Background: an optimization exercise with open tools, aiming at small area and a short achievable clock period. Do not read the settings as production practice. Where RTL was checked, it was by simulation tests only, not by an equivalence proof against the original. No activity file was given, so power comes from the tool's default toggle rates.

==> inputs of run K <==
Design burst_coalescer, start of the top module:
module burst_coalescer (
    input  logic        clock,
    input  logic        aclrn,
    input  logic        i_valid,
    input  bc_addr_pkg::word_addr_t  i_base_addr,
    input  logic [1:0]  i_add_to_base_addr,
    output logic        o_almost_full,         
    output logic        o_ctrl_empty,
    input  logic        i_ctrl_rd_ack,
    output bc_addr_pkg::word_addr_t  o_word_address,
    output bc_addr_pkg::burstcount_t o_burstcount,
    output logic        o_disable_timeout
);
==> module ctrl_queue, before the edit <==
module ctrl_queue (
    input  logic        clock,
    input  logic        aclrn,
    input  logic        i_wr_req,
    input  bc_addr_pkg::word_addr_t  i_wr_addr,
    input  logic [3:0]  i_wr_count,           
    input  logic        i_rd_ack,
    output logic        o_empty,
    output bc_addr_pkg::word_addr_t  o_rd_addr,
    output bc_addr_pkg::burstcount_t o_rd_count,
    output logic        o_almost_full,
    output logic        o_disable_timeout     
);
    localparam int DEPTH = 64 - 1;     
    localparam int SLOTS = DEPTH - 1;
    localparam int PTR_W = $clog2(SLOTS);
    localparam int CNT_W = $clog2(64 + 1);
    localparam int WIDTH = 16 + 4;
    logic [WIDTH-1:0] mem [SLOTS];
    logic [WIDTH-1:0] wr_data;
    logic [PTR_W-1:0] wr_ptr;
    logic [SLOTS-1:0] rd_oh;        
    logic [CNT_W-1:0] count;        
    logic [CNT_W-1:0] count_nx;
    logic             head_from_wr;
    logic             rd_adv;
    logic [WIDTH-1:0] mem_q;
    logic [WIDTH-1:0] head_nx;
    assign wr_data = {i_wr_count, i_wr_addr};
    always_comb begin
        count_nx = count;
        if (i_wr_req && !i_rd_ack) count_nx = count + 1'b1;
        else if (!i_wr_req && i_rd_ack) count_nx = count - 1'b1;
    end
    assign head_from_wr = (count == '0) || ((count == CNT_W'(1)) && i_rd_ack);
    assign rd_adv       = (i_rd_ack && (count != CNT_W'(1))) || (i_wr_req && head_from_wr);
    always_ff @(posedge clock or negedge aclrn) begin
        if (!aclrn) begin
            wr_ptr            <= '0;
            rd_oh             <= SLOTS'(1);
            count             <= '0;
            o_empty           <= 1'b1;
            o_almost_full     <= 1'b0;
            o_disable_timeout <= 1'b0;
        end else begin
            if (i_wr_req) wr_ptr <= (wr_ptr == PTR_W'(SLOTS - 1)) ? '0 : wr_ptr + 1'b1;
            if (rd_adv) rd_oh <= {rd_oh[SLOTS-2:0], rd_oh[SLOTS-1]};
            count             <= count_nx;
            o_empty           <= (count_nx == '0);
            o_almost_full     <= (count_nx >= CNT_W'(DEPTH));
            o_disable_timeout <= (count >= CNT_W'(64 / 2));
        end
    end
    for (genvar i = 0; i < SLOTS; i++) begin : g_slot
        always_ff @(posedge clock) begin
            if (i_wr_req && wr_ptr == PTR_W'(i)) begin
                mem[i] <= wr_data;
            end
        end
    end
    always_comb begin
        mem_q = '0;
        for (int i = 0; i < SLOTS; i++) begin
            mem_q = mem_q | ({WIDTH{rd_oh[i]}} & mem[i]);
        end
    end
    assign head_nx = head_from_wr ? wr_data : mem_q;
    always_ff @(posedge clock or negedge aclrn) begin
        if (!aclrn) begin
            o_rd_addr  <= '0;
            o_rd_count <= '0;
        end else if (head_from_wr || i_rd_ack) begin
            o_rd_addr  <= head_nx[16-1:0];
            o_rd_count <= {(head_nx[WIDTH-1:16] == 4'd0), head_nx[WIDTH-1:16]};
        end
    end
endmodule
Settings: LEC_CHECK=0, CAP_MARGIN=20, CORE_MARGIN=2, CORE_UTILIZATION=55, PLACE_DENSITY=0.7, SETUP_SLACK_MARGIN=3.3, SLEW_MARGIN=20; clock period 5.5 ns.
run.sh (not shown) runs the stock make flow with config.mk's settings and CLKGATE_MAP_FILE= SYNTH_SCRIPT=/design/flow/synth_recipe.tcl, a recipe that flattens the netlist after the stock synthesis.
==> inputs of run A, as changes to run K <==
--- a/flow/design.v
+++ b/flow/design.v
@@ -341,9 +341,6 @@
     end
     assign head_nx = head_from_wr ? wr_data : mem_q;
-    always_ff @(posedge clock or negedge aclrn) begin
-        if (!aclrn) begin
-            o_rd_addr  <= '0;
-            o_rd_count <= '0;
-        end else if (head_from_wr || i_rd_ack) begin
+    always_ff @(posedge clock) begin
+        if (head_from_wr || i_rd_ack) begin
             o_rd_addr  <= head_nx[16-1:0];
             o_rd_count <= {(head_nx[WIDTH-1:16] == 4'd0), head_nx[WIDTH-1:16]};
--- a/flow/config.mk
+++ b/flow/config.mk
@@ -8,6 +8,6 @@
 export CAP_MARGIN = 20
 export CORE_MARGIN = 2
-export CORE_UTILIZATION = 55
-export PLACE_DENSITY = 0.7
-export SETUP_SLACK_MARGIN = 3.3
+export CORE_UTILIZATION = 65
+export PLACE_DENSITY = 0.75
+export SETUP_SLACK_MARGIN = 3.0
 export SLEW_MARGIN = 20
==> impl_summary.txt <==
----------------------------------------------------
[Status]
  Status ... timing/DRC/antenna clean

[Critical path]
  Worst path arrival time ... 3.21 ns
  Maximum cell stage delay along the critical path ... 0.54 ns
  Beginning of the critical path ... u_ctrl_queue.rd_oh[27]$_DFFE_PN0P_
  Critical path capture point type ... register

[Final layout]
  Non-Filler Instances ... 6082

[STA]
  Slack of the critical path ... 2.85 ns

[Synthesis]
  Post-synth EDFFs ... 1918
  Main area contributors after synthesis ... sky130_fd_sc_hd__edfxtp_1 (76%), sky130_fd_sc_hd__dfrtp_1 (4.5%), sky130_fd_sc_hd__a22o_1 (3.5%), sky130_fd_sc_hd__a221oi_1 (3.5%), sky130_fd_sc_hd__a22oi_1 (3.1%)

[Global route]
  First-pass GRT wire length ... 357000 um
  Largest net degree at the start of global routing ... 66

[Clock network]
  # Post-CTS Setup Buffers ... slightly above 50

[Drt]
  First-pass DRT Iterations ... 9

[Placement]
  Placed Cells ... 5604

----------------------------------------------------
# the run above: run A

==> impl_summary.txt <==
----------------------------------------------------
[Critical path]
  Maximum cell stage delay along the critical path ... 0.59 ns
  Critical path capture point type ... output pin
  Worst path arrival time ... 1.53 ns
  Beginning of the critical path ... u_ctrl_queue.o_empty$_DFF_PN1_

[Status]
  Status ... timing/DRC/antenna clean

[STA]
  Hold violation count in the final report ... 0
  Slack of the critical path ... around 2.9 ns

[Synthesis]
  Main area contributors after synthesis ... sky130_fd_sc_hd__edfxtp_1 (75%), sky130_fd_sc_hd__dfrtp_1 (5.2%), sky130_fd_sc_hd__a22oi_1 (4.9%), sky130_fd_sc_hd__a22o_1 (2.5%), sky130_fd_sc_hd__a221oi_1 (2.5%)
  Post-synth EDFFs ... 1897

[Placement]
  Placed Cells ... between 5000 and 6000

[Final layout]
  Non-Filler Instances ... 6524

[Global route]
  Largest net degree at the start of global routing ... 87

----------------------------------------------------
# the run above: run K

No functional check of the RTL was part of any run of this note.

========
==> exp/harbor: inputs <==
Another version of the RTL of burst_coalescer (not shown whole).
export LEC_CHECK = 0
export CAP_MARGIN = 20
export CORE_MARGIN = 2
export CORE_UTILIZATION = 55
export CTS_CLUSTER_DIAMETER = 60
export CTS_CLUSTER_SIZE = 24
export PLACE_DENSITY = 0.7
export SETUP_SLACK_MARGIN = 3.3
export SLEW_MARGIN = 20
export TNS_END_PERCENT = 10
create_clock -name core_clock -period 5.5 [get_ports {clock}]
==> exp/onyx: changes against exp/harbor <==
--- a/flow/design.v
+++ b/flow/design.v
@@ -164,116 +164,99 @@
             o_burst_addr <= coal_addr;     
         end
     end
 endmodule
 `timescale 1ns/1ps
 module show_ahead_fifo #(
     parameter int WIDTH    = 8,
     parameter int DEPTH    = 16,     
-    parameter int AF_LEVEL = 15,     
-    parameter int ONE_LSB  = 0,      
-    parameter int ONE_W    = 1
+    parameter int AF_LEVEL = 15      
 ) (
     input  logic             clock,
     input  logic             aclrn,
     input  logic             i_wr_req,
     input  logic [WIDTH-1:0] i_wr_data,
     input  logic             i_rd_ack,      
     output logic [WIDTH-1:0] o_rd_data,     
-    output logic             o_rd_one,      
     output logic             o_empty,
     output logic             o_almost_full
 );
-    localparam int SLOTS = DEPTH - 1;
-    localparam int PTR_W = $clog2(SLOTS);
+    localparam int PTR_W = $clog2(DEPTH);
     localparam int CNT_W = $clog2(DEPTH + 1);
-    logic [WIDTH-1:0] mem [SLOTS];
+    logic [WIDTH-1:0] mem [DEPTH];
     logic [PTR_W-1:0] wr_ptr;
-    logic [SLOTS-1:0] rd_oh;        
-    logic [CNT_W-1:0] count;        
+    logic [PTR_W-1:0] rd_next;     
+    logic [CNT_W-1:0] count;
     logic [CNT_W-1:0] count_nx;
     logic             head_from_wr;
-    logic             rd_adv;
-    logic [WIDTH-1:0] mem_q;
     always_comb begin
         count_nx = count;
         if (i_wr_req && !i_rd_ack) count_nx = count + 1'b1;
         else if (!i_wr_req && i_rd_ack) count_nx = count - 1'b1;
     end
-    assign head_from_wr = (count == '0) || ((count == CNT_W'(1)) && i_rd_ack);
-    assign rd_adv       = (i_rd_ack && (count != CNT_W'(1))) || (i_wr_req && head_from_wr);
     always_ff @(posedge clock or negedge aclrn) begin
         if (!aclrn) begin
             wr_ptr        <= '0;
-            rd_oh         <= SLOTS'(1);
+            rd_next       <= PTR_W'(1);
             count         <= '0;
             o_empty       <= 1'b1;
             o_almost_full <= 1'b0;
         end else begin
-            if (i_wr_req) wr_ptr <= (wr_ptr == PTR_W'(SLOTS - 1)) ? '0 : wr_ptr + 1'b1;
-            if (rd_adv) rd_oh <= {rd_oh[SLOTS-2:0], rd_oh[SLOTS-1]};
+            if (i_wr_req) wr_ptr <= wr_ptr + 1'b1;
+            if (i_rd_ack) rd_next <= rd_next + 1'b1;
             count         <= count_nx;
             o_empty       <= (count_nx == '0);
             o_almost_full <= (count_nx >= CNT_W'(AF_LEVEL));
         end
     end
-    for (genvar i = 0; i < SLOTS; i++) begin : g_slot
-        always_ff @(posedge clock) begin
-            if (i_wr_req && wr_ptr == PTR_W'(i)) begin
-                mem[i] <= i_wr_data;
-            end
-        end
-    end
-    always_comb begin
-        mem_q = '0;
-        for (int i = 0; i < SLOTS; i++) begin
-            mem_q = mem_q | ({WIDTH{rd_oh[i]}} & mem[i]);
+    always_ff @(posedge clock) begin
+        if (i_wr_req) begin
+            mem[wr_ptr] <= i_wr_data;
         end
     end
-    logic [WIDTH-1:0] head_nx;
-    assign head_nx = head_from_wr ? i_wr_data : mem_q;
+    assign head_from_wr = (count == '0) || ((count == CNT_W'(1)) && i_rd_ack);
     always_ff @(posedge clock) begin
-        if (head_from_wr || i_rd_ack) begin
-            o_rd_data <= head_nx;
-            o_rd_one  <= (head_nx[ONE_LSB +: ONE_W] == ONE_W'(1));
+        if (head_from_wr) begin
+            o_rd_data <= i_wr_data;
+        end else if (i_rd_ack) begin
+            o_rd_data <= mem[rd_next];
         end
     end
 endmodule
 `timescale 1ns/1ps
 module burst_repeater (
     input  logic        clock,
     input  logic        aclrn,
     input  logic        i_rep_empty,
     input  logic [3:0]  i_rep_count,         
-    input  logic        i_rep_one,           
     output logic        o_rep_rd_ack,        
     input  logic        i_ctrl_almost_full,
     output logic        o_ctrl_wr_req
 );
     bc_ctrl_pkg::rep_state_e  state;
     logic [3:0]  remaining;        
     logic        remaining_eq_two;
     logic        go;               
     logic        is_last;
     assign go      = ~i_rep_empty & ~i_ctrl_almost_full;
     assign is_last = (state == bc_ctrl_pkg::REP_IN_BURST) ? remaining_eq_two
-                                             : i_rep_one;
+                                             : (i_rep_count == 4'd1);
     assign o_rep_rd_ack  = go & is_last;
     assign o_ctrl_wr_req = go;            
     always_ff @(posedge clock or negedge aclrn) begin
         if (!aclrn) begin
             state            <= bc_ctrl_pkg::REP_IDLE;
             remaining        <= '0;
             remaining_eq_two <= 1'b0;
         end else if (go) begin
             if (state == bc_ctrl_pkg::REP_IDLE) begin
                 remaining        <= i_rep_count;
                 remaining_eq_two <= (i_rep_count == 4'd2);
-                if (!i_rep_one) state <= bc_ctrl_pkg::REP_IN_BURST;
+                if (i_rep_count != 4'd1) state <= bc_ctrl_pkg::REP_IN_BURST;
             end else begin
                 remaining        <= remaining - 1'b1;
                 remaining_eq_two <= (remaining == 4'd3);     
                 if (remaining_eq_two) state <= bc_ctrl_pkg::REP_IDLE;
             end
         end
     end
 endmodule
@@ -286,77 +269,58 @@
     input  logic [3:0]  i_wr_count,           
     input  logic        i_rd_ack,
     output logic        o_empty,
     output bc_addr_pkg::word_addr_t  o_rd_addr,
     output bc_addr_pkg::burstcount_t o_rd_count,
     output logic        o_almost_full,
     output logic        o_disable_timeout     
 );
-    localparam int DEPTH = 64 - 1;     
-    localparam int SLOTS = DEPTH - 1;
-    localparam int PTR_W = $clog2(SLOTS);
-    localparam int CNT_W = $clog2(64 + 1);
+    localparam int DEPTH = 64;
+    localparam int PTR_W = $clog2(DEPTH);
+    localparam int CNT_W = $clog2(DEPTH + 1);
     localparam int WIDTH = 16 + 4;
-    logic [WIDTH-1:0] mem [SLOTS];
-    logic [WIDTH-1:0] wr_data;
+    logic [WIDTH-1:0] mem [DEPTH];
     logic [PTR_W-1:0] wr_ptr;
-    logic [SLOTS-1:0] rd_oh;        
-    logic [CNT_W-1:0] count;        
+    logic [PTR_W-1:0] rd_next;     
+    logic [CNT_W-1:0] count;
     logic [CNT_W-1:0] count_nx;
     logic             head_from_wr;
-    logic             rd_adv;
-    logic [WIDTH-1:0] mem_q;
     logic [WIDTH-1:0] head_nx;
-    logic             not_empty;     
-    assign wr_data = {i_wr_count, i_wr_addr};
-    assign o_empty = ~not_empty;
     always_comb begin
         count_nx = count;
         if (i_wr_req && !i_rd_ack) count_nx = count + 1'b1;
         else if (!i_wr_req && i_rd_ack) count_nx = count - 1'b1;
     end
-    assign head_from_wr = (count == '0) || ((count == CNT_W'(1)) && i_rd_ack);
-    assign rd_adv       = (i_rd_ack && (count != CNT_W'(1))) || (i_wr_req && head_from_wr);
     always_ff @(posedge clock or negedge aclrn) begin
         if (!aclrn) begin
             wr_ptr            <= '0;
-            rd_oh             <= SLOTS'(1);
+            rd_next           <= PTR_W'(1);
             count             <= '0;
-            not_empty         <= 1'b0;
+            o_empty           <= 1'b1;
             o_almost_full     <= 1'b0;
             o_disable_timeout <= 1'b0;
         end else begin
-            if (i_wr_req) wr_ptr <= (wr_ptr == PTR_W'(SLOTS - 1)) ? '0 : wr_ptr + 1'b1;
-            if (rd_adv) rd_oh <= {rd_oh[SLOTS-2:0], rd_oh[SLOTS-1]};
+            if (i_wr_req) wr_ptr <= wr_ptr + 1'b1;
+            if (i_rd_ack) rd_next <= rd_next + 1'b1;
             count             <= count_nx;
-            not_empty         <= (count_nx != '0);
-            o_almost_full     <= (count_nx >= CNT_W'(DEPTH));
-            o_disable_timeout <= (count >= CNT_W'(64 / 2));
+            o_empty           <= (count_nx == '0);
+            o_almost_full     <= (count_nx >= CNT_W'(DEPTH - 1));
+            o_disable_timeout <= (count >= CNT_W'(DEPTH / 2));
         end
     end
-    for (genvar i = 0; i < SLOTS; i++) begin : g_slot
-        always_ff @(posedge clock) begin
-            if (i_wr_req && wr_ptr == PTR_W'(i)) begin
-                mem[i] <= wr_data;
-            end
-        end
-    end
-    always_comb begin
-        mem_q = '0;
-        for (int i = 0; i < SLOTS; i++) begin
-            mem_q = mem_q | ({WIDTH{rd_oh[i]}} & mem[i]);
+    always_ff @(posedge clock) begin
+        if (i_wr_req) begin
+            mem[wr_ptr] <= {i_wr_count, i_wr_addr};
         end
     end
-    assign head_nx = head_from_wr ? wr_data : mem_q;
-    always_ff @(posedge clock or negedge aclrn) begin
-        if (!aclrn) begin
-            o_rd_addr  <= '0;
-            o_rd_count <= '0;
-        end else if (head_from_wr || i_rd_ack) begin
+    assign head_from_wr = (count == '0) || ((count == CNT_W'(1)) && i_rd_ack);
+    assign head_nx      = head_from_wr ? {i_wr_count, i_wr_addr} : mem[rd_next];
+    always_ff @(posedge clock) begin
+        if (head_from_wr || i_rd_ack) begin
             o_rd_addr  <= head_nx[16-1:0];
             o_rd_count <= {(head_nx[WIDTH-1:16] == 4'd0), head_nx[WIDTH-1:16]};
         end
     end
 endmodule
 `timescale 1ns/1ps
 module burst_coalescer (
     input  logic        clock,
@@ -378,45 +342,42 @@
                                  5 : (16 / 2))] addr_hi;
     logic        burst_valid;
     bc_addr_pkg::word_addr_t  burst_addr;
     logic [3:0]  burst_count;     
     logic        rep_empty;
     logic        rep_rd_ack;
     bc_addr_pkg::word_addr_t  rep_addr;
     logic [3:0]  rep_count;
-    logic        rep_one;         
     logic        ctrl_wr_req;
     logic        ctrl_almost_full;
     word_addr_adder u_adder (
         .clock (clock), .aclrn (aclrn),
         .i_valid (i_valid), .i_base_addr (i_base_addr), .i_add_to_base_addr (i_add_to_base_addr),
         .o_valid (addr_valid), .o_addr_lo (addr_lo), .o_addr_hi (addr_hi)
     );
     burst_builder u_builder (
         .clock (clock), .aclrn (aclrn),
         .i_valid (addr_valid), .i_addr_lo (addr_lo), .i_addr_hi (addr_hi),
         .i_disable_timeout (o_disable_timeout),
         .o_burst_valid (burst_valid), .o_burst_addr (burst_addr), .o_burst_count (burst_count)
     );
     show_ahead_fifo #(
         .WIDTH     (4 + 16),
-        .DEPTH     (32 - 1),     
-        .AF_LEVEL  (32 - (0 + 5)),
-        .ONE_LSB   (16),
-        .ONE_W     (4)
+        .DEPTH     (32),
+        .AF_LEVEL  (32 - (0 + 5))
     ) u_repeat_fifo (
         .clock (clock), .aclrn (aclrn),
         .i_wr_req (burst_valid), .i_wr_data ({burst_count, burst_addr}),
-        .i_rd_ack (rep_rd_ack), .o_rd_data ({rep_count, rep_addr}), .o_rd_one (rep_one),
+        .i_rd_ack (rep_rd_ack), .o_rd_data ({rep_count, rep_addr}),
         .o_empty (rep_empty), .o_almost_full (o_almost_full)
     );
     burst_repeater u_repeater (
         .clock (clock), .aclrn (aclrn),
-        .i_rep_empty (rep_empty), .i_rep_count (rep_count), .i_rep_one (rep_one),
+        .i_rep_empty (rep_empty), .i_rep_count (rep_count),
         .o_rep_rd_ack (rep_rd_ack), .i_ctrl_almost_full (ctrl_almost_full),
         .o_ctrl_wr_req (ctrl_wr_req)
     );
     ctrl_queue u_ctrl_queue (
         .clock (clock), .aclrn (aclrn),
         .i_wr_req (ctrl_wr_req), .i_wr_addr (rep_addr), .i_wr_count (rep_count),
         .i_rd_ack (i_ctrl_rd_ack), .o_empty (o_ctrl_empty),
         .o_rd_addr (o_word_address), .o_rd_count (o_burstcount),
==> flow/config.mk (replaced) <==
export PLATFORM = sky130hd
export DESIGN_NAME = burst_coalescer
export DESIGN_NICKNAME = burst_coalescer
export VERILOG_FILES = /design/flow/design.v
export SDC_FILE = /design/flow/constraint.sdc
export NUM_CORES = 4
export LEC_CHECK = 0
export CAP_MARGIN = 20
export CORE_MARGIN = 2
export CORE_UTILIZATION = 65
export PLACE_DENSITY = 0.75
export SETUP_SLACK_MARGIN = 3.0
export SLEW_MARGIN = 20
==> run notes <==
|  | exp/harbor | exp/onyx |
|---|---|---|
| Util after Layout | 63.7% | 77.4% |
| Maximum fanout count along the critical path | 17 | 15 |
| Xor/xnor share of the synthesized area | 0.553% | 0.663% |
| Compound-gate portion of the synthesized area | 10.6% | 1.26% |
| Critical Path Max Stage Delay | 0.54 ns | 0.67 ns |
| Area share of fa/ha/maj cells after synthesis | 0.455% | 0.382% |
| Power per cell area | 390 nW/um^2 | 552 nW/um^2 |
| Share of synthesized area spent on multiplexers | 1.46% | 16.9% |
| Number of global-route vias before repair | 44200 | 43400 |
| Critical path data required time | 5.88 ns | 6.17 ns |
| LEAKAGE | 28.7 nW | 30.5 nW |
| Multi-input gates | 1767 | 1280 |
| Number of enable flip-flop cells after synthesis | 1898 | 1998 |
| Avg Cell Area, Syn | 18.4 sq um | 22.7 sq um |
| Area of the mapped netlist | 75800 sq um | 80600 sq um |
| Skew-Pair Late Insertion Delay | 0.80 ns | 0.87 ns |
| Worst slew pin tran | 1.16 ns | 1.16 ns |
| Largest net degree at the start of global routing | 108 | 94 |
| Worst hold path type | input port to asynchronous set/reset pin | flop to flop |
| Multi-input combinational cell area | 14100 sq um | 18700 sq um |
| Number of nets in the layout | 4518 | 4044 |
| Clk pwr | 9.98 mW | 14.1 mW |
| Overall Power | 34.1 mW | 52.7 mW |
| Post-route setup slack | 2.94 ns | 2.08 ns |
| Result of the run | complete, no violations | complete, no violations |
| Cts bufs inserted | 116 | 198 |
| Flip-flop and latch power | 20.0 mW | 20.8 mW |

-- static timing again, ports no longer ideal --
Ports are ideal in the flow. The routed layouts listed here were re-timed in OpenROAD.
Step 1: set_driving_cell puts a clkbuf_16 on clock and a buf_2 on each other input, an assumption about the parent block.
Step 2 times the ports against the registers' clock, not the clock port: input delays grow and output delays shrink by t, the midpoint of the rising clock arrivals with the driver on.
Three values: ideal, step 1, step 2; two values: the first two.
| run | t (ns) | slack for setup (ns) | worst setup path after step 2 | clock arrival spread, ns |
|---|---|---|---|---|
| run K | 0.909 | 2.872 / 2.795 / 2.568 | input to register | 0.046 / 0.046 |
| run A | 0.892 | 2.853 / 2.807 / 2.285 | input to register | 0.037 / 0.036 |
| exp/harbor | 0.851 | 2.943 / 2.877 / 2.399 | input to register | 0.076 / 0.076 |
| exp/onyx | 0.926 | 2.083 / 2.083 / 1.983 | input to register | 0.051 / 0.051 |
After both steps setup and hold are still met in every run listed. For run A, which loses most, drivers alone change the setup slack by -0.046 ns; drivers and shift together by -0.568 ns.
